This design comes from an exercise in tuning for small area, a short achievable clock period and few clock cycles on the open sky130 flow, not from production work. Function was checked by simulation only, so behaviour that the tests miss may differ from the original. Power figures rest on the tool's default switching activity, not on a simulated workload.

--- design/flow/design.v ---
package alu_pkg;
	typedef logic [4:0] alu_opcode_t;
	typedef struct packed {
		logic [32-1:0] hi;
		logic [32-1:0] lo;
	} alu_product_t;
	typedef struct packed {
		logic [32-1:0] remainder;  
		logic [32-1:0] quotient;
	} alu_quotient_t;
	typedef union packed {
		alu_product_t  prod;
		alu_quotient_t quot;
	} alu_wide_t;
endpackage
`timescale 1ns/10ps
module alu (
	input  logic                    clock,
	input  logic                    rst,
	input  logic                    go,
	input  alu_pkg::alu_opcode_t    opcode,
	input  logic [32-1:0]   a,
	input  logic [32-1:0]   b,
	output logic [2*32-1:0] z,
	output logic [32-1:0]   hi,
	output logic [32-1:0]   lo,
	output logic                    busy,
	output logic                    done
);
	logic [31:0] hreg, lreg, zr;
	logic        busy_r, done_r, single_r;
	logic        is_div, fix;
	logic [3:0]  cnt;
	logic        neg_q, neg_r;
	logic        m_div;   
	logic        mfs;     
	logic [1:0]  fsc;
	assign busy = busy_r;
	assign done = done_r;
	assign hi   = hreg;
	assign lo   = lreg;
	assign z    = single_r ? {32'b0, zr} : {hreg, lreg};
	wire accept = go & ~busy_r;
	wire [4:0] op = opcode;
	wire op_div   = (op == 5'd15);
	wire op_mul   = (op == 5'd16);
	wire op_multi = op_div | op_mul;
	wire op_valid = (op == 5'd3) | (op == 5'd4) | (op == 5'd5) |
	                (op == 5'd6) | (op == 5'd7) | (op == 5'd8) |
	                (op == 5'd9) | (op == 5'd10) | (op == 5'd11) |
	                (op == 5'd17) | (op == 5'd18);
	wire sel_sh  = op[3] | (op[2] & op[1] & op[0]);
	wire sel_and = op[2] & ~op[1] & op[0];
	wire sel_or  = op[2] & op[1] & ~op[0];
	wire sel_not = op[4] & op[1];
	wire        sub   = op[2] & ~op[3];
	wire        useb  = ~op[4] & ~op[3];
	wire        inv   = (op[4] & op[0]) | (op[3] & a[31]);
	wire [32:0] asum  = {a ^ {32{inv}}, 1'b1} + {(b & {32{useb}}) ^ {32{sub}}, inv | sub};
	wire [31:0] add_r = asum[32:1];
	wire        right = ~op[3] | (op[1] ^ op[0]);    
	wire        rot   = ~op[3] | (~op[1] & ~op[0]);  
	wire        fillb = op[3] & op[1] & ~op[0] & a[31];  
	wire [4:0]  s     = b[4:0];
	wire [4:0]  rs    = right ? s : (~s + 5'd1);
	logic [31:0] st [0:5];
	assign st[0] = a;
	for (genvar k = 0; k < 5; k++) begin : g_sh
		localparam int S = 1 << k;
		assign st[k+1] = rs[k] ? {st[k][S-1:0], st[k][31:S]} : st[k];
	end
	logic [31:0] sh_r;
	always_comb begin
		for (int i = 0; i < 32; i++) begin
			if (rot | (right ? ({1'b0, s} <= 6'(31 - i)) : ({1'b0, s} <= 6'(i))))
				sh_r[i] = st[5][i];
			else
				sh_r[i] = fillb;
		end
	end
	logic [31:0] single;
	always_comb begin
		if (sel_sh)       single = sh_r;
		else if (sel_and) single = a & b;
		else if (sel_or)  single = a | b;
		else if (sel_not) single = ~a;
		else              single = add_r;    
	end
	wire fa8  = a[31] ? &a[30:7]  : ~|a[30:8];
	wire fa16 = a[31] ? &a[30:15] : ~|a[30:16];
	wire fa24 = a[31] ? &a[30:23] : ~|a[30:24];
	wire gb8  = b[31] ? ~&b[30:8]  : |b[30:8];
	wire gb16 = b[31] ? ~&b[30:16] : |b[30:16];
	wire gb24 = b[31] ? ~&b[30:24] : |b[30:24];
	wire bz   = ~|b;
	wire [1:0] ja = fa8 ? 2'd3 : fa16 ? 2'd2 : fa24 ? 2'd1 : 2'd0;
	wire ma8  = a[31] ? &a[30:7]  : ~|a[30:7];
	wire ma16 = a[31] ? &a[30:15] : ~|a[30:15];
	wire ma24 = a[31] ? &a[30:23] : ~|a[30:23];
	wire [1:0] jm = ma8 ? 2'd3 : ma16 ? 2'd2 : ma24 ? 2'd1 : 2'd0;
	wire [1:0] jd = gb24 ? 2'd3 : gb16 ? 2'd2 : gb8 ? 2'd1 : 2'd0;
	wire [2:0] jsum = {1'b0, ja} + {1'b0, jd};
	wire [2:0] j = (~op_div | bz) ? 3'd0 : (jsum > 3'd4) ? 3'd4 : jsum;
	logic [63:0] dload;
	always_comb begin
		case (j)
			3'd0: dload = {32'b0, add_r};
			3'd1: dload = {24'b0, add_r, 8'b0};
			3'd2: dload = {16'b0, add_r, 16'b0};
			3'd3: dload = {8'b0, add_r, 24'b0};
			default: dload = {a, 32'b0};    
		endcase
	end
	wire sb = zr[31];
	wire [33:0] m1 = {{2{zr[31]}}, zr};
	wire [33:0] m2 = {zr[31], zr, 1'b0};
	wire [2:0] bd0 = busy_r ? lreg[5:3] : {a[1:0], 1'b0};
	wire [2:0] bd1 = busy_r ? lreg[7:5] : a[3:1];
	function automatic logic [2:0] booth(input logic [2:0] x);
		booth[2] = x[1] ^ x[0];
		booth[1] = (x[2] & ~x[1] & ~x[0]) | (~x[2] & x[1] & x[0]);
		booth[0] = x[2] & ~(x[1] & x[0]);
	endfunction
	wire [2:0] bm0 = booth(bd0);
	wire [2:0] bm1 = booth(bd1);
	logic [2:0] bc1, bc2;
	wire one1 = bc1[2], two1 = bc1[1], ng1 = bc1[0];
	wire one2 = bc2[2], two2 = bc2[1], ng2 = bc2[0];
	logic [33:0] a1, a2;
	logic [33:0] s1, s2;
	logic        q1, q2;
	logic [31:0] r1, r2;
	wire  nq = neg_q & ~(lreg[31] & lreg[30]);  
	wire [33:0] b1 = ((one1 ? m1 : 34'b0) | (two1 ? m2 : 34'b0)) ^ {34{ng1}};
	wire [33:0] b2 = ((one2 ? m1 : 34'b0) | (two2 ? m2 : 34'b0)) ^ {34{ng2}};
	always_comb begin
		if (fix)        a1 = {2'b0, hreg ^ {32{neg_r}}};
		else if (m_div) a1 = {2'b0, hreg[30:0], lreg[31]};
		else            a1 = {{2{hreg[31]}}, hreg};
	end
	wire [34:0] s1x = {a1, 1'b1} + {b1, ng1 | (fix & neg_r)};
	assign s1 = s1x[34:1];
	assign q1 = ~s1[32];
	assign r1 = q1 ? s1[31:0] : a1[31:0];
	always_comb begin
		if (fix)        a2 = {2'b0, lreg ^ {32{nq}}};
		else if (m_div) a2 = {2'b0, r1[30:0], lreg[30]};
		else            a2 = {{2{s1[33]}}, s1[33:2]};
	end
	wire [34:0] s2x = {a2, 1'b1} + {b2, ng2 | (fix & nq)};
	assign s2 = s2x[34:1];
	assign q2 = ~s2[32];
	assign r2 = q2 ? s2[31:0] : a2[31:0];
	always_ff @(posedge clock) begin
		if (rst) begin
			busy_r   <= 1'b0;
			done_r   <= 1'b0;
			single_r <= 1'b0;
			fix      <= 1'b0;
			m_div    <= 1'b0;
			bc1      <= 3'b000;
			bc2      <= 3'b000;
			hreg     <= 32'b0;
			lreg     <= 32'b0;
		end else begin
			done_r <= 1'b0;
			if (!busy_r) begin
				zr <= op_multi ? b : op_valid ? single : 32'b0;
				bc1 <= op_div ? {2'b10, ~b[31]} : bm0;
				bc2 <= op_div ? {2'b10, ~b[31]} : bm1;
				if (go) begin
					if (op_multi) begin
						busy_r   <= ~(op_div & j[2]);
						done_r   <= op_div & j[2];
						single_r <= 1'b0;
						is_div   <= op_div;
						m_div    <= op_div & ~j[2];
						fix      <= 1'b0;
						cnt      <= op_div ? {j[1:0], 2'b00} : {1'b1, jm, 1'b0};
						fsc      <= jm;
						mfs      <= 1'b0;
						hreg     <= dload[63:32];
						lreg     <= dload[31:0];
						neg_q    <= a[31] ^ b[31];
						neg_r    <= a[31];
					end else begin
						single_r <= 1'b1;
						done_r   <= 1'b1;
					end
				end
			end else if (fix) begin
				hreg   <= s1[31:0];
				lreg   <= s2[31:0];
				fix    <= 1'b0;
				m_div  <= 1'b0;
				busy_r <= 1'b0;
				done_r <= 1'b1;
			end else if (is_div) begin
				hreg <= r2;
				lreg <= {lreg[29:0], q1, q2};
				cnt  <= cnt + 4'd1;
				if (cnt == 4'd15) begin
					m_div <= 1'b0;
					if (neg_q | neg_r) begin
						fix <= 1'b1;
						bc1 <= 3'b000;
						bc2 <= 3'b000;
					end else begin
						busy_r <= 1'b0;
						done_r <= 1'b1;
					end
				end
			end else if (mfs) begin
				hreg <= {{8{hreg[31]}}, hreg[31:8]};
				lreg <= {hreg[7:0], lreg[31:8]};
				fsc  <= fsc - 2'd1;
				if (fsc == 2'd1) begin
					busy_r <= 1'b0;
					done_r <= 1'b1;
				end
			end else begin
				hreg <= s2[33:2];
				lreg <= {s2[1:0], s1[1:0], lreg[31:4]};
				bc1  <= bm0;
				bc2  <= bm1;
				cnt  <= cnt + 4'd1;
				if (cnt == 4'd15) begin
					if (fsc == 2'd0) begin
						busy_r <= 1'b0;
						done_r <= 1'b1;
					end else begin
						mfs <= 1'b1;
					end
				end
			end
		end
	end
endmodule
--- design/flow/flow/run.sh ---
#!/bin/bash
set -euo pipefail
bash standard.sh SETUP_SLACK_MARGIN=10 finish > flow_make.log 2>&1
--- design/flow/standard.sh ---
#!/bin/bash
# synth_recipe.tcl (not shown) runs the flow's synth.tcl, then flattens the netlist and writes it again
# the make line also repeats each setting of config.mk as NAME=value (left out here)
make -C /OpenROAD-flow-scripts/flow DESIGN_CONFIG=/design/flow/config.mk WORK_HOME=/design/flow/orfs CLKGATE_MAP_FILE= SYNTH_SCRIPT=/design/flow/synth_recipe.tcl "${@:-finish}"
--- design/flow/config.mk ---
export PLATFORM = sky130hd
export DESIGN_NAME = alu
export DESIGN_NICKNAME = alu
export VERILOG_FILES = /design/flow/design.v
export SDC_FILE = /design/flow/constraint.sdc
export NUM_CORES = 4
export LEC_CHECK = 0
export CAP_MARGIN = 20
export CORE_MARGIN = 2
export CORE_UTILIZATION = 40
export PLACE_DENSITY = 0.45
export SLEW_MARGIN = 20
--- design/flow/constraint.sdc ---
create_clock -name core_clock -period 18.0 [get_ports {clock}]
set_input_delay 3.6000 -clock core_clock [delete_from_list [all_inputs] [get_ports {clock}]]
set_output_delay 3.6000 -clock core_clock [all_outputs]
set_load 0.01 [all_outputs]
==> results of run 1 <==
## final timing paths
kind,from,endpoint,cells past startpoint
setup / recovery,b[2],hreg[12],18
hold / removal,single_r,single_r,2
setup reg to reg,m_div,hreg[20],26
hold reg to reg,single_r,single_r,2
## power by group
| group | internal [µW] | leakage (µW) | switching [µW] | total, µW |
|---|---|---|---|---|
| Combinational | 504 | 0.00917 | 966 | 1470 |
| Sequential | 293 | 0.00103 | 64.3 | 357 |
| Clock | 234 | 0.000297 | 146 | 380 |
## layer usage
| layer | share of wire [%] | GRT usage, % |
|---|---|---|
| met5 | 0.0095 | 0 |
| met4 | 10 | 35.2 |
| met3 | 11 | 11.4 |
| met2 | 43 | 69.1 |
| met1 | 36 | 51.7 |
## cells in the final DEF, fill, tap and decap left out, drive strengths merged, types with 31 or more instances in the layout
cell type and count:
mux2 59, dfxtp 75, o22ai 54, a211oi 95
xnor2 211, a21o 65, inv 51, ha 113
a31oi 33, nor2 366, nor2b 103, a21oi 309
a22oi 78, xor2 35, o211ai 31, nor3 63
a221oi 45, o21ai 279, edfxtp 42, o221ai 31
clkdlybuf4s50 190, nand3 50, nand2 266, buf 110
mux2i 194
## layout make-up
class | count | share of cell area, %
Sequential cell | 117 | 10.2
Inverter | 54 | 0.776
Timing Repair Buffer | 312 | 11.1
Clock inverter | 14 | 0.674
Antenna cell | 7 | 0.0647
Multi-Input combinational cell | 2828 | 72.0
Clock buffer | 18 | 1.62
Tap cell | 756 | 3.49
Timing Repair inverter | 1 | 0.0185
## kinds of logic (layout without fill, tap and decap cells)
family | Yosys count | in the layout | share of synthesized area (%)
DFF | 117 | 117 | 12.1
muxes | 251 | 253 | 11.4
adders and majority gates | 120 | 120 | 6.69
AOI/OAI and AO/OA | 1200 | 1200 | 34.2
xor gates and xnor gates | 246 | 246 | 9.45
and+or+nand+nor | 1008 | 1009 | 20.3
other | 0 | 7 | 0
buffers and inverters | 347 | 399 | 5.83
## metrics by stage
step | area [µm²] | hold slack [ns] | total power (µW) | utilization, %
after floorplan | 22800 | 0.554 | 1130 | -
after global placement | 25300 | 0.472 | 1660 | 44.8
after detailed placement | 25300 | 0.477 | 1660 | 44.8
after CTS | 26300 | 0.490 | 2080 | 46.7
after global routing | 27100 | 0.535 | 2260 | 48.0
final | 27100 | 0.492 | 2210 | 48.0
## what timing repair did
| item | 4_1_cts | 5_1_grt |
|---|---|---|
| pin swaps | 5 | 10 |
| cloned | 2 | 5 |
| resized for setup | 77 | 110 |
| endpoints found under the setup margin | 94 | 94 |
| buffers inserted | 13 | 21 |
## worst max-delay path, stage by stage
cell	delay, ns
clkdlybuf4s50_1	0.60
inv_1	0.29
or3_1	0.38
a21oi_1	0.21
ha_1	0.24
a21o_1	0.17
a21oi_4	0.08
a32oi_1	0.29
o31ai_4	0.17
o21ai_2	0.29
a32oi_2	0.19
nand2b_1	0.22
a21oi_2	0.10
xnor2_2	0.55
a221oi_2	0.14
a21oi_1	0.41
a31oi_1	0.10
a41oi_1	0.21
## registers in the layout, summed over array words and instances, names as in the netlist, 2 cells and up
signal and cells:
bc1 3, fsc 2, lreg 32, cnt 4, bc2 3, hreg 32, zr 32
==> notes.md, run 1 <==
* Fin. max-slew vios at 0
* Register area at 2770 µm²
* 1st-pass router iterations at 6
* Slew headroom at 11.9%
* Synth Register Bits at 117
* Clock tree sinks at 117
* Maxcap violations at 0
* Yosys cell types at 96
* Hold Path Class: reg -> reg
* Initial Utilization at 40.4%
* Final net count at 3520
* Global-route wire length before repair at 191000 µm
* DP Worst Slack at 8.17 ns
* CP Class: in -> reg
* Outcome: complete, no violations
* Min Tclk post-route at 7.90 ns
* CTS Root Cell: clkbuf_16
* Critical Path RT at 18.38 ns
* Synth top area cells: mux2i_1 8.5%, xnor2_1 8.1%, a21oi_1 6.8%
* Commonest cells in the netlist: 366 x nor2_1, 309 x a21oi_1, 274 x o21ai_0
* Core area at 56400 µm²
* Initial DRC Count at 4073
* Worst skew pair latency at 0.47 ns
* Vias in the first global route at 26300
* Number of buffers on the longest clock path at 2
* Clock Skew at 0.0176 ns
* Worst Tran Pin Value at 1.31 ns
* Vias at 28600
* Global-route usage over all layers at 44.4%
* Post-synth EDFFs at 42
* Clock-pin slew on the worst setup and hold paths at 0.06 ns
* Synthesized cell area at 22800 µm²
* Post-synthesis sequential area ratio at 12.1%
* Remaining DRCs at 0
* Vias per inst at 6.96
* Share of the synthesized area in the top cell type at 8.52%
* Largest net degree at the start of global routing at 91
* DP Cell Count at 4027
* Area growth syn-to-layout at 18.8%
* Worst VDD drop at 0.0692 mV
* Post-synth top area cell: mux2i_1
* GPL Wtd Cong at 1.14
* CTS tree: done
* Startpoint types: primary input
* Detail Placement HPWL at 102000 µm
* Avg Inst Size Synth at 6.93 µm²
* Achievable frequency at 0.127 GHz
* Main synth FF type: dfxtp_1
* Htree depth at 4
* Post-route insts no fill at 4107
* Total power per unit cell area at 81.5 nW/µm²
* R2r setup slk at 10.16 ns
* Die span in x at 243 µm
* Setup total negative slack at 0 ns
* CP Data Arrival Time at 8.28 ns
* Yosys warns at 2
* Unrepaired setup endpoints after global routing: false
* Final ANT Viol Nets at 0
* PortBufs at 201
* Routed len/inst at 33.3 µm
* Initial antenna violation count at 9
* Fin crit share at 43.9%
* Leakage at 0.0105 µW
* Count leader, synth: nor2_1
* Rows at 87
* Grt total ovfl at 0
* Post-Synthesis Cells at 3289
* Post-Route WL at 137000 µm
* Die H at 243 µm
* Syn_nets at 3478
* Crit path max fanout at 14
* Die ar. at 58900 µm²
* Async set-reset flop share out of synthesis at 0%
* Fin. Hold Viols at 0
* Share of cells above drive strength 1 at 10.5%
* Final worst-path setup slack at 10.10 ns
* Worst Setup End Kind: flip-flop
* Area of the multi-input gates at 19500 µm²
* Final setup viols at 0
* CTS buffer count at 17
* Layout fillers at 5752
* CTS Hold Bufs at 0
* IO Pins at 202
Testbench counts, summed over its fixed seeds: cycles 4,243.
==> inputs of run 2 (changes only) <==
==> design/flow/flow/run.sh (replaced) <==
#!/bin/bash
set -euo pipefail
bash standard.sh SETUP_SLACK_MARGIN=12 finish > flow_make.log 2>&1
==> run 2 against run 1 <==
Still clean on timing, DRC and antenna. Routed wire length rose by 13%. Clock power fell by 5.3%. Final cell count rose by 8.4%. Combinational power rose by 46%. Global-route usage rose by 5.0 points. Die area did not move. First-iteration DRC count rose by 26%. Register-to-register slack improved by 0.95 ns. Total power rose by 30%. Critical path depth rose by 9. Utilization rose by 13 points. Critical endpoint is now hreg[5].
==> notes.md, run 2 <==
* Worst VDD drop at 0.0689 mV (-0.55%)
* Initial antenna violation count at 11 (+2)
* Slowest stage delay, CP at 0.40 ns (-0.20 ns)
* CTS Root Cell: clkbuf_16
* Slew headroom at 14.2% (+2.3 points)
* Vias at 31700 (+11%)
* Achievable frequency at 0.141 GHz (+11%)
* Hold Path Class: reg -> reg
* Post-Synthesis Cells at 3289 (unchanged)
* Count leader, synth: nor2_1
* CTS Hold Bufs at 0 (unchanged)
* Hold Crit Depth at 2 (unchanged)
* Grt total ovfl at 0 (unchanged)
* Worst Tran Pin Value at 1.28 ns (-0.0243 ns)
* Buf+Inv Stages, Crit Path at 12 (+10)
* CP Class: in -> reg
* Yosys cell types at 96 (unchanged)
* Detail Placement HPWL at 103000 µm (+0.80%)
* Initial DRC Count at 5134 (+26%)
* Final setup viols at 0 (unchanged)
* Top flop regs: hreg x32, lreg x32, zr x32
* Commonest cells in the netlist: 366 x nor2_1, 309 x a21oi_1, 274 x o21ai_0
* Fin. max-slew vios at 0 (unchanged)
* Global-route usage over all layers at 49.4% (+5.0 points)
* Die span in x at 243 µm (unchanged)
* Area growth syn-to-layout at 52.0%
* Post-Route WL at 155000 µm (+13%)
* Most common cell after layout, fill and taps aside: buf_4
* Htree depth at 4 (unchanged)
* Yosys warns at 2 (unchanged)
* Post-synth EDFFs at 42 (unchanged)
* Critical Path RT at 18.39 ns (about the same)
* 1st-pass router iterations at 9 (+3)
* Min Tclk post-route at 7.12 ns (-0.785 ns)
* Slowest CP cell: fa_2
* Unrepaired setup endpoints after global routing: true
* Worst Setup End Kind: flip-flop
* Outcome: complete, no violations
* Clock Skew at 0.0147 ns (-0.00284 ns)
* Initial Utilization at 40.4% (unchanged)
* Total power per unit cell area at 82.7 nW/µm² (+1.5%)
* Clock tree sinks at 117 (unchanged)
* Number of buffers on the longest clock path at 2 (unchanged)
* Avg Inst Size Synth at 6.93 µm² (unchanged)
* Largest net degree at the start of global routing at 91 (unchanged)
* CTS tree: done
* Global-route wire length before repair at 212000 µm (+11%)
* Share of cells above drive strength 1 at 33.4% (+23 points)
* Reg2Reg Depth at 31 (+19%)
* Post-synthesis sequential area ratio at 12.1% (unchanged)
* Crit path max fanout at 5 (-9)
* Rows at 87 (unchanged)
* Area of the multi-input gates at 23300 µm² (+20%)
* CP Data Arrival Time at 7.50 ns (-0.78 ns)
* Fin. Hold Viols at 0 (unchanged)
* Async set-reset flop share out of synthesis at 0% (unchanged)
* PortBufs at 201 (unchanged)
* Register area at 2780 µm² (+0.45%)
* Commonest non-fill, non-tap cells in the layout: 323 x buf_4, 320 x nor2_1, 242 x nand2_1
* CP Depth at 27 (+9)
* Die H at 243 µm (unchanged)
* Syn_nets at 3478 (unchanged)
* CTS buffer count at 17 (unchanged)
* Layout fillers at 4972 (-14%)
* Clock-pin slew on the worst setup and hold paths at 0.07 ns (about the same)
* Leakage at 0.0133 µW (+27%)
* Synthesized cell area at 22800 µm² (unchanged)
* Main synth FF type: dfxtp_1
* Setup total negative slack at 0 ns (unchanged)
* DP Worst Slack at 8.83 ns (+0.660 ns)
* Share of the synthesized area in the top cell type at 8.52% (unchanged)
* Routed len/inst at 34.8 µm (+4.6%)
* Final worst-path setup slack at 10.88 ns (+0.785 ns)
* IO Pins at 202 (unchanged)
* Vias in the first global route at 29200 (+11%)
* Synth top area cells: mux2i_1 8.5%, xnor2_1 8.1%, a21oi_1 6.8%
* Remaining DRCs at 0 (unchanged)
* Final net count at 3871 (+10%)
* Most used cell, CP: buf_6
* Final ANT Viol Nets at 0 (unchanged)
* Maxcap violations at 0 (unchanged)
* Vias per inst at 7.12 (+2.3%)
* Core area at 56400 µm² (unchanged)
* Top delay family on crit path: compound AO/OA/AOI/OAI gates
* Fin crit share at 39.5% (-4.4 points)
* Synth Register Bits at 117 (unchanged)
* GPL Wtd Cong at 1.15 (+1.6%)
* Worst skew pair latency at 0.47 ns (about the same)
* Die ar. at 58900 µm² (unchanged)
* Post-synth top area cell: mux2i_1
* Startpoint types: primary input
-- run 2: kinds of logic (layout without fill, tap and decap cells) --
kind of cell    after synthesis  after routing  share of synthesized area (%)
buf+inv                     347            745                           5.83
mux                         251            255                           11.4
xor+xnor                    246            246                           9.45
fa+ha+maj                   120            120                           6.69
other cells                   0              2                              0
flops                       117            117                           12.1
compound gates             1200           1200                           34.2
simple gates               1008           1012                           20.3
-- run 2: cell type report --
cell class	count	share of cell area, %
clock buffers	18	1.27
clock inverters	14	0.412
diodes	2	0.0144
repair buffers	658	19.5
flip-flops and latches	117	8.03
repair inverters	1	0.0181
inverters	54	0.718
multi-input cells	2833	67.3
well taps	756	2.73
-- run 2: layer usage --
layer | vias up | global-route usage [%] | share of wire (%)
met5 | - | 0 | 0.052
met4 | 10 | 42.9 | 11
met3 | 920 | 15.7 | 14
met2 | 2770 | 74.5 | 42
met1 | 15000 | 56.4 | 34
li1 | 13000 | - | -
-- run 2: worst register-to-register path, delay by kind of cell, from the launching register on --
kind / cells / cell delay (ns)
xor gates and xnor gates: 1 / 0.38
and+or+nand+nor: 8 / 1.05
DFF: 1 / 0.42
buffers and inverters: 6 / 0.87
adders and majority gates: 2 / 0.60
AOI/OAI and AO/OA: 13 / 3.14
muxes: 1 / 0.30
-- run 2: timing repair --
| item | 4_1_cts | 5_1_grt |
|---|---|---|
| cloned | 27 | 4 |
| setup buffers | 270 | 95 |
| gates resized for setup | 893 | 305 |
| setup endpoints to repair | 112 | 125 |
| pin swaps | 213 | 209 |
-- run 2: power by group --
group	total [µW]	internal (µW)	switching, µW	leakage, µW
sequential	363	292	70.9	0.00104
combinational	2140	904	1240	0.0120
clock	360	198	162	0.000290
-- run 2: metrics by stage --
step	instance area [µm²]	instances	util [%]	hold slack (ns)	power (µW)
after detailed placement	25800	4023	45.7	0.485	1690
after global routing	34700	4451	61.5	0.544	2910
final	34700	4453	61.5	0.509	2870
after CTS	32500	4352	57.7	0.500	2550
after global placement	25800	4022	45.7	0.470	1680
after floorplan	23700	3289	-	0.554	1170
-- run 2: worst paths after layout --
check	start	endpoint	slack [ns]
hold reg to reg	single_r	single_r	0.51
setup / recovery	opcode[3]	hreg[5]	10.88
setup reg to reg	neg_r	hreg[22]	11.11
hold / removal	single_r	single_r	0.51
==> inputs of run 3 (changes only) <==
--- a/design/flow/design.v
+++ b/design/flow/design.v
@@ -53,6 +53,7 @@
 	wire sel_and = op[2] & ~op[1] & op[0];
 	wire sel_or  = op[2] & op[1] & ~op[0];
 	wire sel_not = op[4] & op[1];
+	wire sel_add = ~op[3] & ((op[2] & ~op[1] & ~op[0]) | (~op[2] & op[0]));
 	wire        sub   = op[2] & ~op[3];
 	wire        useb  = ~op[4] & ~op[3];
 	wire        inv   = (op[4] & op[0]) | (op[3] & a[31]);
@@ -78,14 +79,14 @@
 				sh_r[i] = fillb;
 		end
 	end
-	logic [31:0] single;
-	always_comb begin
-		if (sel_sh)       single = sh_r;
-		else if (sel_and) single = a & b;
-		else if (sel_or)  single = a | b;
-		else if (sel_not) single = ~a;
-		else              single = add_r;    
-	end
+	wire k_mul = op_multi;
+	wire k_sh  = op_valid & sel_sh;
+	wire k_and = op_valid & sel_and;
+	wire k_or  = op_valid & sel_or;
+	wire k_not = op_valid & sel_not;
+	wire k_add = op_valid & sel_add;
+	wire [31:0] zr_next = ({32{k_mul}} & b) | ({32{k_sh}} & sh_r) | ({32{k_and}} & (a & b)) |
+	                      ({32{k_or}} & (a | b)) | ({32{k_not}} & ~a) | ({32{k_add}} & add_r);
 	wire fa8  = a[31] ? &a[30:7]  : ~|a[30:8];
 	wire fa16 = a[31] ? &a[30:15] : ~|a[30:16];
 	wire fa24 = a[31] ? &a[30:23] : ~|a[30:24];
@@ -165,7 +166,7 @@
 		end else begin
 			done_r <= 1'b0;
 			if (!busy_r) begin
-				zr <= op_multi ? b : op_valid ? single : 32'b0;
+				zr <= zr_next;
 				bc1 <= op_div ? {2'b10, ~b[31]} : bm0;
 				bc2 <= op_div ? {2'b10, ~b[31]} : bm1;
 				if (go) begin
==> design/flow/flow/run.sh (replaced) <==
#!/bin/bash
# The standard layout (standard synthesis, floorplan, placement, CTS, routing)
# with two changes: the port buffers are sky130_fd_sc_hd__buf_1 instead of the
# delay buffer buffer_ports picks by default, and timing repair aims for a
# setup slack of SETUP_SLACK_MARGIN ns at the design's clock period, so that
# it also works on paths that already meet it. make's full output goes to
# flow_make.log here; ORFS keeps each step's log under orfs/logs.
set -euo pipefail
bash standard.sh "BUFFER_PORTS_ARGS=-buffer_cell sky130_fd_sc_hd__buf_1" SETUP_SLACK_MARGIN=10 finish > flow_make.log 2>&1
==> run 3 against run 2 <==
Combinational power fell by 37%. Design area shrank 27%. Sequential power down 1%. Largest power group unchanged. Utilization is 16 points lower. Largest cell class unchanged. Register-to-register slack worse by 0.96 ns.
==> notes.md, run 3 <==
* Achievable frequency at 0.127 GHz (-9.4%)
* Simple-gate share of the synthesized area at 21.1% (+0.78 points)
* DP Worst Slack at 8.97 ns (+0.138 ns)
* Pint at 928 µW (-33%)
* Synth Area in Compound Gates at 32.6% (-1.7 points)
* Outcome: complete, no violations
* Largest family of logic cells by synthesized area: compound AO/OA/AOI/OAI gates
* 1st-pass router iterations at 7 (-2)
* Share of cells above drive strength 1 at 10.3% (-23 points)
* Count leader, synth: nor2_1
* Share of the synthesized area in the top cell type at 9.12% (+0.60 points)
* Post-synthesis sequential area ratio at 12.3% (+0.22 points)
* Rows at 86 (-1.1%)
* Area growth syn-to-layout at 12.3%
* Vias in the first global route at 24800 (-15%)
* Die ar. at 57900 µm² (-1.7%)
* Grt total ovfl at 0 (unchanged)
* Routed wl met3 at 13700 µm (-35%)
* Commonest non-fill, non-tap cells in the layout: 303 x nor2_1, 265 x a21oi_1, 262 x nand2_1
* Slowest CP cell: a22oi_1
* Layout fillers at 5722 (+15%)
* Synthesized cell area at 22400 µm² (-1.8%)
* Xor-xnor portion of the synthesized cell area at 9.50% (+0.054 points)
* Routed len/inst at 33.1 µm (-4.9%)
* Clock tree sinks at 117 (unchanged)
* Post-Route WL at 132000 µm (-15%)
* Yosys cell types at 98 (+2.1%)
* CTS buffer count at 17 (unchanged)
* CP Data Arrival Time at 8.19 ns (+0.69 ns)
* Fin crit share at 43.6% (+4.1 points)
* CTS Root Cell: clkbuf_16
* Largest net degree at the start of global routing at 75 (-18%)
* Switching part of the total power at 54.6% (+3.2 points)
* Final Power at 2040 µW (-29%)
* Vias at 27400 (-14%)
* Post-synthesis mux area share at 12.1% (+0.69 points)
* GPL Wtd Cong at 1.05 (-8.9%)
* Final setup viols at 0 (unchanged)
* Async set-reset flop share out of synthesis at 0% (unchanged)
* Synth Register Bits at 117 (unchanged)
* Synth top area cells: mux2i_1 9.1%, xnor2_1 7.5%, dfxtp_1 6.7%
* Final ANT Viol Nets at 0 (unchanged)
* IO Pins at 202 (unchanged)
* Crit path max fanout at 39 (+34)
* Met2 routed WL at 56600 µm (-12%)
* Met1 wire length at 48200 µm (-7.6%)
* Die span in x at 241 µm (-0.88%)
* Avg Inst Size Synth at 7.11 µm² (+2.6%)
* Total power per unit cell area at 81.3 nW/µm² (-1.7%)
* Detail Placement HPWL at 100000 µm (-2.3%)
* Combinational power share at 65.5% (-9.3 points)
* Hold Path Class: reg -> reg
* Post-synth top area cell: mux2i_1
* Slew headroom at 14.9% (+0.69 points)
* Post-synth EDFFs at 42 (unchanged)
* Reg2Reg Depth at 31 (unchanged)
* Switching power at 1120 µW (-24%)
* Critical Path RT at 18.34 ns (-0.05 ns)
* Yosys warns at 2 (unchanged)
* Initial DRC Count at 3770 (-27%)
* Initial antenna violation count at 4 (-7)
* Worst Tran Pin Value at 1.27 ns (-0.0163 ns)
* Final net count at 3403 (-12%)
* Worst skew pair latency at 0.46 ns (about the same)
* CTS tree: done
* Main synth FF type: dfxtp_1
* Unrepaired setup endpoints after global routing: true
* Setup total negative slack at 0 ns (unchanged)
* Htree depth at 4 (unchanged)
* Most common cell after layout, fill and taps aside: nor2_1
* CP Class: reg -> reg
* Startpoint types: flip-flop
* Worst VDD drop at 0.0702 mV (+2.0%)
* Remaining DRCs at 0 (unchanged)
* Fin. max-slew vios at 0 (unchanged)
* Synth Area in Adders at 6.82% (+0.13 points)
* Leakage at 0.0101 µW (-24%)
* DR top layer: met5
* Global-route wire length before repair at 181000 µm (-15%)
* Die H at 241 µm (-0.88%)
* Number of buffers on the longest clock path at 2 (unchanged)
* Worst Setup End Kind: flip-flop
* Initial Utilization at 40.6% (+0.13 points)
* Commonest cells in the netlist: 310 x nor2_1, 276 x a21oi_1, 265 x nand2_1
* Global-route usage over all layers at 43.8% (-5.6 points)
* Top flop regs: hreg x32, lreg x32, zr x32
* Syn_nets at 3338 (-4.0%)
* Min Tclk post-route at 7.85 ns (+0.736 ns)
* Final worst-path setup slack at 10.15 ns (-0.736 ns)
* Clock Skew at 0.0168 ns (+0.00204 ns)
* Maxcap violations at 0 (unchanged)
* Share of power burned in registers at 17.5% (+4.8 points)
* Slowest stage delay, CP at 0.45 ns (+0.05 ns)
* Fin. Hold Viols at 0 (unchanged)
* Core area at 55200 µm² (-2.1%)
* Vias per inst at 6.88 (-3.3%)
* Post-Synthesis Cells at 3149 (-4.3%)
* PortBufs at 201 (unchanged)
* Clk pwr share at 17.0% (+4.4 points)
* Most used cell, CP: a21oi_1
* Clock-pin slew on the worst setup and hold paths at 0.07 ns (about the same)
* Hold Crit Depth at 2 (unchanged)
## run 3: changes by cell type in the layout (fill, tap and decap cells not counted), moves of 43 or more
| cell | change |
|---|---|
| buf_4 | -224 |
| buf_1 | +196 |
| clkdlybuf4s50_1 | -135 |
| buf_6 | -75 |
| ha_1 | +53 |
| a21oi_2 | -48 |
| mux2i_1 | +48 |
| a221o_1 | +43 |
## run 3: worst paths after layout
kind / to / startpoint / slack, ns
max: hreg[0] / m_div / 10.15
min: lreg[6] / lreg[6] / 0.53
max reg2reg: hreg[0] / m_div / 10.15
min reg2reg: lreg[6] / lreg[6] / 0.53
## run 3: layer usage
metal | vias up | GRT usage (%)
li1 | 11900 | -
met1 | 13100 | 51.6
met2 | 1887 | 67.2
met3 | 546 | 10.2
met4 | 4 | 37.4
met5 | - | 0
## run 3: cell families (layout without fill, tap and decap cells)
| logic type | Yosys count | count (layout) |
|---|---|---|
| mux | 262 | 262 |
| fa+ha+maj | 120 | 120 |
| xor+xnor | 243 | 243 |
| flops | 117 | 117 |
| compound gates | 1083 | 1083 |
| buf+inv | 326 | 404 |
| simple gates | 998 | 998 |
| other cells | 0 | 1 |
## run 3: what timing repair did
| action | 4_1_cts | 5_1_grt |
|---|---|---|
| gates resized for setup | 48 | 79 |
| buffers inserted | 0 | 20 |
| hold buffers | 0 | 0 |
| pin swaps | 1 | 17 |
| setup endpoints to repair | 54 | 64 |
| gates cloned | 0 | 4 |
## run 3: power by group through the flow
stage / clock, µW / combinational, µW / sequential (µW)
floorplan: 0 / 774 / 320
global placement: 0 / 1210 / 358
CTS: 347 / 1230 / 352
global route: 355 / 1380 / 353
detailed placement: 0 / 1210 / 357
finish: 348 / 1340 / 358
## run 3: stage by stage
stage	std cells	cell area [µm²]	util, %	hold slack [ns]
3_3_place_gp	3918	23800	43.1	0.466
3_5_place_dp	3918	23800	43.1	0.508
6_report	3976	25100	45.5	0.528
5_1_grt	3975	25100	45.5	0.538
4_1_cts	3950	24600	44.5	0.525
2_1_floorplan	3149	22400	-	0.544
## run 3: area by class of cell
type,instances,area [µm²],share of cell area (%)
sequential,117,2770,11.0
clock inverter,13,109,0.433
multi-input combinational,2706,18800,74.9
clock buffer,19,464,1.85
timing repair buffer,315,1800,7.17
inverter,57,223,0.886
tap,748,936,3.72
antenna,1,2.50,0.00995
## run 3: worst max-delay path: cells and delay by family, from the launching register on
kind                     cells  cell delay [ns]
buffers and inverters        4             0.77
multiplexers                 1             0.34
XOR/XNOR                     1             0.29
adder cells (fa/ha/maj)      3             1.16
AND/OR/NAND/NOR              4             0.91
AO/OA/AOI/OAI               18             3.84
flip-flops                   1             0.36
Testbench counts of run 3, summed over its fixed seeds: cycles 4,243.
==> inputs of run 4 (changes only) <==
--- a/design/flow/design.v
+++ b/design/flow/design.v
@@ -34,11 +34,13 @@
 	logic        neg_q, neg_r;
 	logic        m_div;   
 	logic        mfs;     
+	logic        m_mul;   
 	logic [1:0]  fsc;
+	logic        hv;      
 	assign busy = busy_r;
 	assign done = done_r;
-	assign hi   = hreg;
-	assign lo   = lreg;
+	assign hi   = hreg & {32{hv}};
+	assign lo   = lreg & {32{hv}};
 	assign z    = single_r ? {32'b0, zr} : {hreg, lreg};
 	wire accept = go & ~busy_r;
 	wire [4:0] op = opcode;
@@ -102,16 +104,13 @@
 	wire [1:0] jd = gb24 ? 2'd3 : gb16 ? 2'd2 : gb8 ? 2'd1 : 2'd0;
 	wire [2:0] jsum = {1'b0, ja} + {1'b0, jd};
 	wire [2:0] j = (~op_div | bz) ? 3'd0 : (jsum > 3'd4) ? 3'd4 : jsum;
-	logic [63:0] dload;
-	always_comb begin
-		case (j)
-			3'd0: dload = {32'b0, add_r};
-			3'd1: dload = {24'b0, add_r, 8'b0};
-			3'd2: dload = {16'b0, add_r, 16'b0};
-			3'd3: dload = {8'b0, add_r, 24'b0};
-			default: dload = {a, 32'b0};    
-		endcase
-	end
+	wire ld = ~busy_r & go & op_multi;
+	wire [4:0] ldj = {5{ld}} & {j == 3'd4, j == 3'd3, j == 3'd2, j == 3'd1, j == 3'd0};
+	wire [63:0] dload = ({64{ldj[0]}} & {32'b0, add_r}) |
+	                    ({64{ldj[1]}} & {24'b0, add_r, 8'b0}) |
+	                    ({64{ldj[2]}} & {16'b0, add_r, 16'b0}) |
+	                    ({64{ldj[3]}} & {8'b0, add_r, 24'b0}) |
+	                    ({64{ldj[4]}} & {a, 32'b0});    
 	wire sb = zr[31];
 	wire [33:0] m1 = {{2{zr[31]}}, zr};
 	wire [33:0] m2 = {zr[31], zr, 1'b0};
@@ -161,8 +160,9 @@
 			m_div    <= 1'b0;
 			bc1      <= 3'b000;
 			bc2      <= 3'b000;
-			hreg     <= 32'b0;
-			lreg     <= 32'b0;
+			m_mul    <= 1'b0;
+			mfs      <= 1'b0;
+			hv       <= 1'b0;
 		end else begin
 			done_r <= 1'b0;
 			if (!busy_r) begin
@@ -180,8 +180,8 @@
 						cnt      <= op_div ? {j[1:0], 2'b00} : {1'b1, jm, 1'b0};
 						fsc      <= jm;
 						mfs      <= 1'b0;
-						hreg     <= dload[63:32];
-						lreg     <= dload[31:0];
+						m_mul    <= op_mul;
+						hv       <= 1'b1;
 						neg_q    <= a[31] ^ b[31];
 						neg_r    <= a[31];
 					end else begin
@@ -190,15 +190,11 @@
 					end
 				end
 			end else if (fix) begin
-				hreg   <= s1[31:0];
-				lreg   <= s2[31:0];
 				fix    <= 1'b0;
 				m_div  <= 1'b0;
 				busy_r <= 1'b0;
 				done_r <= 1'b1;
 			end else if (is_div) begin
-				hreg <= r2;
-				lreg <= {lreg[29:0], q1, q2};
 				cnt  <= cnt + 4'd1;
 				if (cnt == 4'd15) begin
 					m_div <= 1'b0;
@@ -212,20 +208,18 @@
 					end
 				end
 			end else if (mfs) begin
-				hreg <= {{8{hreg[31]}}, hreg[31:8]};
-				lreg <= {hreg[7:0], lreg[31:8]};
 				fsc  <= fsc - 2'd1;
 				if (fsc == 2'd1) begin
+					mfs    <= 1'b0;
 					busy_r <= 1'b0;
 					done_r <= 1'b1;
 				end
 			end else begin
-				hreg <= s2[33:2];
-				lreg <= {s2[1:0], s1[1:0], lreg[31:4]};
 				bc1  <= bm0;
 				bc2  <= bm1;
 				cnt  <= cnt + 4'd1;
 				if (cnt == 4'd15) begin
+					m_mul <= 1'b0;
 					if (fsc == 2'd0) begin
 						busy_r <= 1'b0;
 						done_r <= 1'b1;
@@ -236,4 +230,21 @@
 			end
 		end
 	end
+	wire hold = ~busy_r & ~ld;
+	wire [31:0] hreg_d = dload[63:32] |
+	                     ({32{fix}}   & s1[31:0]) |
+	                     ({32{m_div}} & r2) |
+	                     ({32{mfs}}   & {{8{hreg[31]}}, hreg[31:8]}) |
+	                     ({32{m_mul}} & s2[33:2]) |
+	                     ({32{hold}}  & hreg);
+	wire [31:0] lreg_d = dload[31:0] |
+	                     ({32{fix}}   & s2[31:0]) |
+	                     ({32{m_div}} & {lreg[29:0], q1, q2}) |
+	                     ({32{mfs}}   & {hreg[7:0], lreg[31:8]}) |
+	                     ({32{m_mul}} & {s2[1:0], s1[1:0], lreg[31:4]}) |
+	                     ({32{hold}}  & lreg);
+	always_ff @(posedge clock) begin
+		hreg <= hreg_d;
+		lreg <= lreg_d;
+	end
 endmodule
==> run 4 against run 3 <==
Worst setup slack worse by 0.0021 ns. Routed wire length is 2.6% higher. Die area is 0.57% higher. Design area is 1.1% lower. Combinational power is 130% higher. Non-clock buffer count is 1 higher. Sequential share of layout area is 0.29 points higher. Register-to-register slack hardly changed. Clock-buffer cell count is 1 higher. Critical path depth is 10 lower. Maximum frequency hardly changed. First-iteration DRC count is 6.0% higher.
==> notes.md, run 4 <==
* Outcome: complete, no violations
* Area growth syn-to-layout at 10.4%
* Simple-gate share of the synthesized area at 21.9% (+0.77 points)
* Synth Register Bits at 119 (+1.7%)
* Yosys cell types at 98 (unchanged)
* Most common cell after layout, fill and taps aside: nand2_1
* Hold Path Class: reg -> reg
* CTS buffer count at 17 (unchanged)
* Post-synth top area cell: xnor2_1
* Initial antenna violation count at 9 (+5)
* Reg2Reg Launch Point: zr[13]
* Final setup viols at 0 (unchanged)
* Fin. Hold Viols at 0 (unchanged)
* IO Pins at 202 (unchanged)
* Yosys warns at 2 (unchanged)
* CTS Hold Bufs at 0 (unchanged)
* Die H at 241 µm (+0.29%)
* Fin crit share at 43.6% (about the same)
* CTS tree: done
* Die ar. at 58200 µm² (+0.57%)
* Final ANT Viol Nets at 0 (unchanged)
* Reg2Reg Depth at 21 (-32%)
* Synthesized cell area at 22500 µm² (+0.59%)
* Core Util, Final at 44.9% (-0.66 points)
* Total power per unit cell area at 168 nW/µm² (+110%)
* Crit. Startpoint: zr[13]
* Final net count at 3300 (-3.0%)
* Crit path max fanout at 34 (-13%)
* Worst skew pair latency at 0.47 ns (about the same)
* Grt total ovfl at 0 (unchanged)
* Initial DRC Count at 3998 (+6.0%)
* Slew headroom at 15.3% (+0.39 points)
* Detail Placement HPWL at 98900 µm (-1.5%)
* CTS Root Cell: clkbuf_16
* Number of buffers on the longest clock path at 2 (unchanged)
* Avg Inst Size Synth at 7.37 µm² (+3.6%)
* Xor-xnor portion of the synthesized cell area at 10.5% (+0.96 points)
* Synth top area cells: xnor2_1 7.2%, dfxtp_1 6.9%, ha_1 6.3%
* Worst Tran Pin Value at 1.27 ns (+0.00327 ns)
* Synth Area in Compound Gates at 31.1% (-1.5 points)
* R2r setup slk at 10.15 ns (about the same)
* Vias in the first global route at 25100 (+1.2%)
* Leakage at 0.00928 µW (-8.3%)
* Layout fillers at 5658 (-1.1%)
* Vias at 27600 (+0.78%)
* Clock Skew at 0.0161 ns (-0.000637 ns)
* Die span in x at 241 µm (+0.29%)
* Worst Setup End Kind: flip-flop
* Rows at 86 (unchanged)
* Htree depth at 4 (unchanged)
* Maxcap violations at 0 (unchanged)
* Global-route wire length before repair at 187000 µm (+3.4%)
* Core area at 55400 µm² (+0.39%)
* Share of cells above drive strength 1 at 10.2% (-0.042 points)
* Clock tree sinks at 119 (+1.7%)
* 1st-pass router iterations at 11 (+4)
* Syn_nets at 3247 (-2.7%)
* Main synth FF type: dfxtp_1
* Worst VDD drop at 0.0888 mV (+27%)
* PortBufs at 201 (unchanged)
* Commonest cells in the netlist: 290 x nand2_1, 225 x nor2_1, 224 x a21oi_1
* Global-route usage over all layers at 45.2% (+1.4 points)
* Startpoint types: flip-flop
* Achievable frequency at 0.127 GHz (about the same)
* GPL Wtd Cong at 1.05 (-0.19%)
* Clock-pin slew on the worst setup and hold paths at 0.07 ns (about the same)
* Largest family of logic cells by synthesized area: compound AO/OA/AOI/OAI gates
* Post-Route WL at 135000 µm (+2.6%)
* Min Tclk post-route at 7.85 ns (+0.00210 ns)
* Commonest non-fill, non-tap cells in the layout: 290 x nand2_1, 223 x a21oi_1, 220 x nor2_1
* CP Class: reg -> reg
* R2r endpoint: hreg[0]
* Remaining DRCs at 0 (unchanged)
* Post-Synthesis Cells at 3057 (-2.9%)
* Count leader, synth: nand2_1
* Critical Path RT at 18.33 ns (about the same)
* Top flop regs: hreg x32, lreg x32, zr x32
* Synth Area in Adders at 6.69% (-0.13 points)
* Fin. max-slew vios at 0 (unchanged)
* Post-synthesis mux area share at 11.7% (-0.37 points)
* Share of the synthesized area in the top cell type at 7.23% (-1.9 points)
* Routed len/inst at 34.9 µm (+5.3%)
* Unrepaired setup endpoints after global routing: false
* Setup total negative slack at 0 ns (unchanged)
* Post-synthesis sequential area ratio at 12.4% (+0.061 points)
* Initial Utilization at 40.7% (+0.080 points)
* CP Data Arrival Time at 8.18 ns (about the same)
* Async set-reset flop share out of synthesis at 0% (unchanged)
* Post-synth EDFFs at 41 (-2.4%)
* Critical Path End: hreg[0]
* Vias per inst at 7.12 (+3.4%)
* Largest net degree at the start of global routing at 71 (-5.3%)
run 4: cell types whose count changed in the layout (fill, tap and decap cells not counted), sizes merged, moves of 18 or more:
| cell | before | now |
|---|---|---|
| a222oi | 6 | 52 |
| nand2 | 265 | 290 |
| nor2 | 310 | 225 |
| o21ai | 232 | 194 |
| nand3 | 54 | 72 |
| xor2 | 50 | 83 |
| mux2i | 204 | 123 |
| a21oi | 278 | 226 |
| mux4 | 0 | 32 |
| and2 | 26 | 83 |
run 4: worst min-delay path by stage:
stage	start	endpoint	slack, ns	cells past startpoint
final	bc1[0]	bc1[0]	0.46	2
after CTS	bc1[0]	bc1[0]	0.46	2
after global placement	bc1[0]	bc1[0]	0.45	2
after detailed placement	bc1[0]	bc1[0]	0.45	2
after global routing	bc1[2]	bc1[2]	0.50	2
after floorplan	lreg[0]	lreg[0]	0.51	2
run 4: where the power goes:
part	internal [µW]	switching (µW)
registers	362	323
logic	1000	2110
clock network	222	160
total	1590	2590
run 4: through the flow:
step	hold slack (ns)	total power (µW)	setup WS [ns]	cell area (µm²)	instances
after CTS	0.459	3920	10.03	24700	3867
after global routing	0.495	4270	10.01	24900	3872
after global placement	0.446	3530	9.33	24000	3834
final	0.463	4180	10.15	24900	3876
after detailed placement	0.449	3520	9.18	24000	3834
after floorplan	0.513	2290	10.59	22500	3057
run 4: repair_timing:
| action | in CTS | in global routing |
|---|---|---|
| buffers inserted | 1 | 4 |
| pin swaps | 0 | 1 |
| resized for setup | 6 | 30 |
| endpoints found under the setup margin | 42 | 57 |
run 4: area by class of cell:
cell class	count	area [µm²]	share of cell area (%)
clock inverter	12	136	0.548
clock buffer	20	479	1.93
inverter	47	179	0.719
sequential	119	2810	11.3
timing repair buffer	316	1690	6.77
antenna	5	12.5	0.0503
tap	748	936	3.76
multi-input combinational	2609	18600	74.9
run 4: kinds of logic (layout without fill, tap and decap cells):
kind of cell | count (synthesis) | after routing
and+or+nand+nor | 1009 | 1009
DFF | 119 | 119
AOI/OAI and AO/OA | 998 | 998
xor gates and xnor gates | 269 | 269
other | 0 | 5
muxes | 215 | 215
adders and majority gates | 118 | 118
buffers and inverters | 329 | 395
run 4: critical path, stage by stage, from the launching register on:
cell and delay (ns):
edfxtp_1 0.80, a22oi_1 0.24, xnor2_1 0.18, ha_1 0.50
nand4_1 0.26, or3_1 0.47, a211o_1 0.31, a211oi_1 0.39
a211o_1 0.15, buf_4 0.42, mux2_1 0.44, mux2i_1 0.17
o21ai_1 0.23, ha_1 0.49, nand2_1 0.33, a211oi_1 0.39
o311a_2 0.46, o21ai_0 0.26, or2_2 0.49, mux2_4 0.37
a221oi_2 0.20, o211ai_1 0.12
run 4: routing by layer:
layer / GRT usage [%] / share of wire [%]
met5: 0 / 0.067
met4: 35.7 / 9.6
met1: 53.4 / 36
met3: 13.9 / 12
met2: 67.9 / 42
Testbench counts of run 4, summed over its fixed seeds: cycles 4,243.
==> inputs of run 5 (changes only) <==
--- a/design/flow/flow/run.sh
+++ b/design/flow/flow/run.sh
@@ -6,4 +6,4 @@
 # it also works on paths that already meet it. make's full output goes to
 # flow_make.log here; ORFS keeps each step's log under orfs/logs.
 set -euo pipefail
-bash standard.sh "BUFFER_PORTS_ARGS=-buffer_cell sky130_fd_sc_hd__buf_1" SETUP_SLACK_MARGIN=10 finish > flow_make.log 2>&1
+bash standard.sh "BUFFER_PORTS_ARGS=-buffer_cell sky130_fd_sc_hd__buf_1" SETUP_SLACK_MARGIN=11 finish > flow_make.log 2>&1
==> run 5 against run 4 <==
Sequential share of layout area is 0.68 points lower. Critical path type is now in -> reg. Critical endpoint is now hreg[13]. Synthesized cell count did not move. Worst hold slack better by 0.15 ns.
==> notes.md, run 5 <==
* Share of the synthesized area in the top cell type at 7.23% (unchanged)
* Die H at 241 µm (unchanged)
* Post-synth EDFFs at 41 (unchanged)
* Number of buffers on the longest clock path at 2 (unchanged)
* Achievable frequency at 0.142 GHz (+12%)
* Simple-gate share of the synthesized area at 21.9% (unchanged)
* Reg2Reg Launch Point: fix
* Post-route insts no fill at 3952 (+2.0%)
* Initial Utilization at 40.7% (unchanged)
* CP Class: in -> reg
* Global-route wire length before repair at 183000 µm (-2.1%)
* Synth top area cells: xnor2_1 7.2%, dfxtp_1 6.9%, ha_1 6.3%
* Synth Area in Compound Gates at 31.1% (unchanged)
* Synth Register Bits at 119 (unchanged)
* Die ar. at 58200 µm² (unchanged)
* Initial antenna violation count at 3 (-6)
* Main synth FF type: dfxtp_1
* Post-synth top area cell: xnor2_1
* Crit path max fanout at 8 (-76%)
* Slew headroom at 25.5% (+10 points)
* Xor-xnor portion of the synthesized cell area at 10.5% (unchanged)
* Share of power burned in registers at 17.2% (+0.8 points)
* Critical Path RT at 18.35 ns (+0.02 ns)
* Detail Placement HPWL at 96300 µm (-2.7%)
* Commonest non-fill, non-tap cells in the layout: 288 x nand2_1, 216 x nor2_1, 209 x a21oi_1
* Async set-reset flop share out of synthesis at 0% (unchanged)
* 1st-pass router iterations at 10 (-1)
* Count leader, synth: nand2_1
* Unrepaired setup endpoints after global routing: true
* Avg Inst Size Synth at 7.37 µm² (unchanged)
* Largest family of logic cells by synthesized area: compound AO/OA/AOI/OAI gates
* GPL Wtd Cong at 1.03 (-2.2%)
* Total power per unit cell area at 155 nW/µm² (-7.6%)
* Switching part of the total power at 60.7% (-1.4 points)
* Commonest cells in the netlist: 290 x nand2_1, 225 x nor2_1, 224 x a21oi_1
* Largest net degree at the start of global routing at 67 (-5.6%)
* Hold path start: cnt[0]
* Most common cell after layout, fill and taps aside: nand2_1
* Syn_nets at 3247 (unchanged)
* Vias at 27700 (+0.37%)
* Fin crit share at 39.1% (-4.5 points)
* Slowest CP cell: a311oi_4
* Routed len/inst at 33.9 µm (-2.9%)
* Clock Skew at 0.0129 ns (-0.00326 ns)
* CTS tree: done
* Leakage at 0.00991 µW (+6.8%)
* Htree depth at 4 (unchanged)
* Post-synthesis mux area share at 11.7% (unchanged)
* Combinational power share at 74.4% (about the same)
* Initial DRC Count at 4013 (+0.38%)
* Remaining DRCs at 0 (unchanged)
* Crit. Startpoint: a[31]
* CTS Root Cell: clkbuf_16
* Area growth syn-to-layout at 18.0%
* Share of cells above drive strength 1 at 15.8% (+5.5 points)
* Final net count at 3375 (+2.3%)
* Worst Setup End Kind: flip-flop
* Clock tree sinks at 119 (unchanged)
* Switching power at 2500 µW (-3.5%)
* Startpoint types: primary input
* Grt total ovfl at 0 (unchanged)
* Fin. max-slew vios at 0 (unchanged)
* Rows at 86 (unchanged)
* Post-synthesis sequential area ratio at 12.4% (unchanged)
* Outcome: complete, no violations
* Worst Tran Pin Value at 1.11 ns (-0.156 ns)
* CTS buffer count at 17 (unchanged)
* DP Cell Count at 3830 (-0.10%)
* Core area at 55400 µm² (unchanged)
* Final setup viols at 0 (unchanged)
* Vias per inst at 7.01 (-1.6%)
* Post-Synthesis Cells at 3057 (unchanged)
* Min Tclk post-route at 7.04 ns (-0.811 ns)
* PortBufs at 201 (unchanged)
* Slowest stage delay, CP at 0.40 ns (-0.40 ns)
* Core Util, Final at 48.0% (+3.1 points)
* Post-Route WL at 134000 µm (-0.97%)
* IO Pins at 202 (unchanged)
* Die span in x at 241 µm (unchanged)
* Maxcap violations at 0 (unchanged)
* Clock-pin slew on the worst setup and hold paths at 0.07 ns (about the same)
* Synthesized cell area at 22500 µm² (unchanged)
* Clk pwr share at 8.4% (-0.7 points)
* Fin. Hold Viols at 0 (unchanged)
* Yosys warns at 2 (unchanged)
* Worst VDD drop at 0.0921 mV (+3.7%)
* Yosys cell types at 98 (unchanged)
* CP Data Arrival Time at 7.39 ns (-0.79 ns)
* Vias in the first global route at 25300 (+0.68%)
* Pint at 1620 µW (+2.2%)
* Global-route usage over all layers at 43.8% (-1.4 points)
* Hold Path Class: reg -> reg
* Most used cell, CP: buf_6
* Setup total negative slack at 0 ns (unchanged)
* Worst skew pair latency at 0.47 ns (about the same)
* Final ANT Viol Nets at 0 (unchanged)
* Synth Area in Adders at 6.69% (unchanged)
* Worst-path cell chain: buf_6, buf_12, a22oi_2, buf_6, buf_12, buf_6, xnor2_1, ha_2, and3_4, a221oi_4, buf_4, a221oi_4, a22oi_2, buf_4, a311oi_4, nor2_1, nand4_1, nand3_2, a211o_1
* Top flop regs: hreg x32, lreg x32, zr x32
-- run 5: worst paths after layout --
path | slack, ns | depth (start not counted) | endpoint
worst min-delay path | 0.61 | 1 | cnt[0]
worst max-delay path | 10.96 | 19 | hreg[13]
worst max register to register | 11.12 | 27 | hreg[26]
worst min register to register | 0.61 | 1 | cnt[0]
-- run 5: timing repair --
| action | 4_1_cts | 5_1_grt |
|---|---|---|
| hold buffers | 0 | 0 |
| setup endpoints to repair | 89 | 69 |
| pin swaps | 13 | 39 |
| buffers inserted | 25 | 45 |
| cloned | 4 | 10 |
| gates resized for setup | 111 | 136 |
-- run 5: power groups by stage --
stage	clock [µW]	sequential (µW)	combinational [µW]
final	347	708	3070
after detailed placement	0	678	2730
after CTS	344	672	2810
after global routing	354	689	3200
after floorplan	0	462	1830
after global placement	0	680	2740
-- run 5: cells by family (layout without fill, tap and decap cells) --
group                    count (synthesis)  after routing
AO/OA/AOI/OAI                          998            998
other                                    0              6
buffers and inverters                  329            469
multiplexers                           215            215
flip-flops                             119            119
XOR/XNOR                               269            269
adder cells (fa/ha/maj)                118            118
AND/OR/NAND/NOR                       1009           1010
-- run 5: critical path, delay by kind of cell --
family	cells	cell delay, ns
adders and majority gates	1	0.38
buffers and inverters	7	1.05
and+or+nand+nor	4	0.82
AOI/OAI and AO/OA	6	1.45
xor gates and xnor gates	1	0.06
-- run 5: area by class of cell --
type / instances / area (µm²)
clock inverter: 14 / 115
multi-input combinational: 2610 / 19300
inverter: 47 / 186
tap: 748 / 936
timing repair buffer: 390 / 2730
antenna: 6 / 15.0
fill: 5661 / 28800
sequential: 119 / 2820
clock buffer: 18 / 450
-- run 5: routing by layer --
layer  global-route usage (%)  wire [µm]  vias up
li1                         -          -    11800
met5                        0         10        -
met1                     51.3      47900    13300
met2                     68.2      58600     2015
met3                     10.8      14400      603
met4                     35.2      13000        2
-- run 5: metrics by stage --
step / setup slack [ns] / cell area, µm² / hold slack (ns) / total power [µW]
floorplan: 10.97 / 22600 / 0.513 / 2290
global placement: 9.27 / 24000 / 0.588 / 3420
detailed placement: 9.10 / 24000 / 0.603 / 3410
CTS: 10.92 / 25400 / 0.617 / 3820
global route: 10.89 / 26600 / 0.641 / 4250
finish: 10.96 / 26600 / 0.613 / 4120
==> inputs of run 6 (changes only) <==
--- a/design/flow/design.v
+++ b/design/flow/design.v
@@ -82,12 +82,23 @@
 		end
 	end
 	wire k_mul = op_multi;
+	wire ma8  = a[31] ? &a[30:7]  : ~|a[30:7];
+	wire ma16 = a[31] ? &a[30:15] : ~|a[30:15];
+	wire ma24 = a[31] ? &a[30:23] : ~|a[30:23];
+	wire [1:0] jma = ma8 ? 2'd3 : ma16 ? 2'd2 : ma24 ? 2'd1 : 2'd0;
+	wire mb8  = b[31] ? &b[30:7]  : ~|b[30:7];
+	wire mb16 = b[31] ? &b[30:15] : ~|b[30:15];
+	wire mb24 = b[31] ? &b[30:23] : ~|b[30:23];
+	wire [1:0] jmb = mb8 ? 2'd3 : mb16 ? 2'd2 : mb24 ? 2'd1 : 2'd0;
+	wire swap = op_mul & (jmb > jma);
+	wire [1:0] jm = swap ? jmb : jma;
+	wire [31:0] mplier = swap ? b : a;
 	wire k_sh  = op_valid & sel_sh;
 	wire k_and = op_valid & sel_and;
 	wire k_or  = op_valid & sel_or;
 	wire k_not = op_valid & sel_not;
 	wire k_add = op_valid & sel_add;
-	wire [31:0] zr_next = ({32{k_mul}} & b) | ({32{k_sh}} & sh_r) | ({32{k_and}} & (a & b)) |
+	wire [31:0] zr_next = ({32{k_mul & ~swap}} & b) | ({32{swap}} & a) | ({32{k_sh}} & sh_r) | ({32{k_and}} & (a & b)) |
 	                      ({32{k_or}} & (a | b)) | ({32{k_not}} & ~a) | ({32{k_add}} & add_r);
 	wire fa8  = a[31] ? &a[30:7]  : ~|a[30:8];
 	wire fa16 = a[31] ? &a[30:15] : ~|a[30:16];
@@ -97,16 +108,14 @@
 	wire gb24 = b[31] ? ~&b[30:24] : |b[30:24];
 	wire bz   = ~|b;
 	wire [1:0] ja = fa8 ? 2'd3 : fa16 ? 2'd2 : fa24 ? 2'd1 : 2'd0;
-	wire ma8  = a[31] ? &a[30:7]  : ~|a[30:7];
-	wire ma16 = a[31] ? &a[30:15] : ~|a[30:15];
-	wire ma24 = a[31] ? &a[30:23] : ~|a[30:23];
-	wire [1:0] jm = ma8 ? 2'd3 : ma16 ? 2'd2 : ma24 ? 2'd1 : 2'd0;
 	wire [1:0] jd = gb24 ? 2'd3 : gb16 ? 2'd2 : gb8 ? 2'd1 : 2'd0;
 	wire [2:0] jsum = {1'b0, ja} + {1'b0, jd};
 	wire [2:0] j = (~op_div | bz) ? 3'd0 : (jsum > 3'd4) ? 3'd4 : jsum;
 	wire ld = ~busy_r & go & op_multi;
 	wire [4:0] ldj = {5{ld}} & {j == 3'd4, j == 3'd3, j == 3'd2, j == 3'd1, j == 3'd0};
-	wire [63:0] dload = ({64{ldj[0]}} & {32'b0, add_r}) |
+	wire ldm = ld & op_mul;
+	wire [63:0] dload = ({64{ldj[0] & ~op_mul}} & {32'b0, add_r}) |
+	                    ({64{ldm}} & {32'b0, mplier}) |
 	                    ({64{ldj[1]}} & {24'b0, add_r, 8'b0}) |
 	                    ({64{ldj[2]}} & {16'b0, add_r, 16'b0}) |
 	                    ({64{ldj[3]}} & {8'b0, add_r, 24'b0}) |
@@ -114,8 +123,8 @@
 	wire sb = zr[31];
 	wire [33:0] m1 = {{2{zr[31]}}, zr};
 	wire [33:0] m2 = {zr[31], zr, 1'b0};
-	wire [2:0] bd0 = busy_r ? lreg[5:3] : {a[1:0], 1'b0};
-	wire [2:0] bd1 = busy_r ? lreg[7:5] : a[3:1];
+	wire [2:0] bd0 = busy_r ? lreg[5:3] : {mplier[1:0], 1'b0};
+	wire [2:0] bd1 = busy_r ? lreg[7:5] : mplier[3:1];
 	function automatic logic [2:0] booth(input logic [2:0] x);
 		booth[2] = x[1] ^ x[0];
 		booth[1] = (x[2] & ~x[1] & ~x[0]) | (~x[2] & x[1] & x[0]);
==> run 6 against run 5 <==
Still clean on timing, DRC and antenna. Clock skew fell by 0.0011 ns. Sequential power fell by 3.2%. Die area rose by 1.3%. Combinational power rose by 4%. Final cell count rose by 0.99%. Worst setup slack got worse by 0.034 ns. Clock power rose by 5%. Synthesized cell count rose by 1.0%. Total power rose by 2.8%. Worst hold slack got worse by 0.13 ns. Highest routed layer unchanged.
==> notes.md, run 6 <==
* Outcome: complete, no violations
* Min Tclk post-route at 7.08 ns (+0.0336 ns)
* Routed wl met3 at 13800 µm (-3.9%)
* Grt total ovfl at 0 (unchanged)
* Post-synth EDFFs at 41 (unchanged)
* Main synth FF type: dfxtp_1
* Switching part of the total power at 59.6% (-1.1 points)
* Routed len/inst at 32.9 µm (-3.0%)
* DP Worst Slack at 9.11 ns (+0.0155 ns)
* Simple-gate share of the synthesized area at 18.9% (-3.0 points)
* Post-Route WL at 131000 µm (-2.0%)
* PortBufs at 201 (unchanged)
* Clock-pin slew on the worst setup and hold paths at 0.06 ns (about the same)
* Maxcap violations at 0 (unchanged)
* Crit path max fanout at 32 (+24)
* Rows at 87 (+1.2%)
* Clock Skew at 0.0118 ns (-0.00110 ns)
* Total power per unit cell area at 155 nW/µm² (about the same)
* Final ANT Viol Nets at 0 (unchanged)
* Worst Tran Pin Value at 1.24 ns (+0.123 ns)
* Fin crit share at 39.3% (+0.19 points)
* Fin. max-slew vios at 0 (unchanged)
* Unrepaired setup endpoints after global routing: true
* Area of the multi-input gates at 20000 µm² (+3.2%)
* Initial antenna violation count at 6 (+3)
* Worst VDD drop at 0.0832 mV (-9.7%)
* Achievable frequency at 0.141 GHz (-0.48%)
* Most used cell, CP: o211ai_1
* Share of cells above drive strength 1 at 17.1% (+1.3 points)
* Core Util, Final at 48.4% (+0.47 points)
* Slowest CP cell: or4_1
* Global-route usage over all layers at 42.1% (-1.7 points)
* Yosys warns at 2 (unchanged)
* Vias at 27700 (+0.014%)
* Count leader, synth: a21oi_1
* Critical Path RT at 18.29 ns (-0.06 ns)
* Fin. Hold Viols at 0 (unchanged)
* Clock tree sinks at 119 (unchanged)
* Avg Inst Size Synth at 7.39 µm² (+0.26%)
* Slew headroom at 16.9% (-8.5 points)
* Async set-reset flop share out of synthesis at 0% (unchanged)
* Worst Setup End Kind: flip-flop
* Startpoint types: primary input
* Layout fillers at 5730 (+1.2%)
* Synthesized cell area at 22800 µm² (+1.3%)
* Commonest cells in the netlist: 297 x a21oi_1, 262 x nand2_1, 227 x nor2_1
* Setup total negative slack at 0 ns (unchanged)
* Core area at 56400 µm² (+1.8%)
* Synth top area cells: xnor2_1 7.4%, mux2i_1 7.4%, dfxtp_1 6.8%
* Post-synthesis mux area share at 13.6% (+1.9 points)
* Met1 wire length at 50800 µm (+6.1%)
* Share of power burned in registers at 16.2% (-1.0 points)
* IO Pins at 202 (unchanged)
* DR top layer: met5
* Vias in the first global route at 25400 (+0.48%)
* Post-synthesis sequential area ratio at 12.2% (-0.16 points)
* Leakage at 0.0106 µW (+7.0%)
* Area growth syn-to-layout at 19.7%
* Initial Utilization at 40.5% (-0.19 points)
* Post-Synthesis Cells at 3088 (+1.0%)
* GPL Wtd Cong at 1.03 (+0.28%)
* Clk pwr share at 8.6% (+0.2 points)
* Post-synth top area cell: xnor2_1
* Largest family of logic cells by synthesized area: compound AO/OA/AOI/OAI gates
* CTS tree: done
* Synth Area in Adders at 6.71% (+0.025 points)
* Top flop regs: hreg x32, lreg x32, zr x32
* Remaining DRCs at 0 (unchanged)
* Final setup viols at 0 (unchanged)
* Share of the synthesized area in the top cell type at 7.41% (+0.18 points)
* Commonest non-fill, non-tap cells in the layout: 279 x a21oi_1, 258 x nand2_1, 221 x nor2_1
-- run 6: cell count changes after synthesis, moves of 17 or more --
cell,before,now
a221oi_1,39,68
nor3_1,66,44
nand2_1,290,262
mux2i_1,123,168
inv_1,44,63
a21oi_1,224,297
a21o_1,39,56
-- run 6: area by class of cell --
cell class | instances | share of cell area [%]
antenna | 2 | 0.0183
clock buffer | 19 | 1.58
clock inverter | 13 | 0.563
inverter | 64 | 0.939
multi-input combinational | 2623 | 73.0
sequential | 119 | 10.3
tap | 756 | 3.46
timing repair buffer | 394 | 10.1
timing repair inverter | 1 | 0.0183
-- run 6: metal layers --
layer / vias up / global-route usage [%]
li1: 11900 / -
met1: 13300 / 54.7
met2: 2023 / 64.9
met3: 466 / 7.60
met4: 8 / 25.0
met5: - / 0
-- run 6: stage by stage --
stage / instances / power [µW] / cell area, µm² / hold WS, ns
floorplan: 3088 / 2340 / 22900 / 0.514
global placement: 3850 / 3480 / 24200 / 0.472
detailed placement: 3850 / 3460 / 24200 / 0.476
CTS: 3914 / 3960 / 25900 / 0.484
global route: 3989 / 4370 / 27300 / 0.515
finish: 3991 / 4240 / 27300 / 0.483
-- run 6: kinds of logic after synthesis --
family,after synthesis
compound gates,1068
simple gates,895
buf+inv,348
xor+xnor,277
mux,261
fa+ha+maj,120
flops,119
-- run 6: worst paths after layout --
check        startpoint  endpoint  slack (ns)  depth (start not counted)
min reg2reg       m_mul     m_mul        0.48                          2
max               b[12]   hreg[7]       10.92                         15
max reg2reg         fix  hreg[17]       11.02                         25
min               m_mul     m_mul        0.48                          2
-- run 6: power by group through the flow --
stage | Combinational, µW | Sequential [µW] | Clock (µW)
2_1_floorplan | 1880 | 467 | 0
3_3_place_gp | 2810 | 667 | 0
3_5_place_dp | 2790 | 668 | 0
4_1_cts | 2930 | 661 | 364
5_1_grt | 3320 | 675 | 374
6_report | 3190 | 685 | 365
-- run 6: worst max-delay path: cells and delay by family --
| kind | cells | cell delay [ns] |
|---|---|---|
| fa+ha+maj | 2 | 0.64 |
| buf+inv | 2 | 0.42 |
| simple gates | 3 | 1.01 |
| compound gates | 8 | 1.66 |
-- run 6: what timing repair did --
item,in CTS,in global routing
buffers inserted,25,70
pin swaps,15,35
endpoints found under the hold margin,0,0
gates resized for setup,144,163
setup endpoints to repair,105,90
cloned,7,5
hold buffers,0,0
Testbench counts of run 6, summed over its fixed seeds: cycles 4,131.

-- port drivers added, routing unchanged --
No port has a modelled driver above. Below, the same layouts with a new extraction and two added sets of constraints. Step 1 assumes that a clkbuf_16 drives the clock port and a buf_2 every other input. Step 2 times the ports against the registers' clock, not the clock port: input delays grow and output delays shrink by t, the midpoint of the rising clock arrivals with the driver on. Slacks: no drivers / after step 1 / after step 2; pairs: no drivers / after step 1.
run	t, ns	setup slack, ns	worst setup path at the end
run 1	0.514	10.099 / 10.129 / 9.615	input to register
run 2	0.516	10.884 / 10.870 / 10.354	input to register
run 3	0.501	10.148 / 10.148 / 9.680	input to register
run 4	0.514	10.146 / 10.146 / 9.753	input to register
run 5	0.518	10.957 / 10.973 / 10.454	input to register
run 6	0.508	10.924 / 10.954 / 10.446	input to register
After both steps every run listed still meets setup and hold. The setup slack of run 2, which loses most, moves by -0.014 ns with the drivers and by -0.530 ns with both steps.
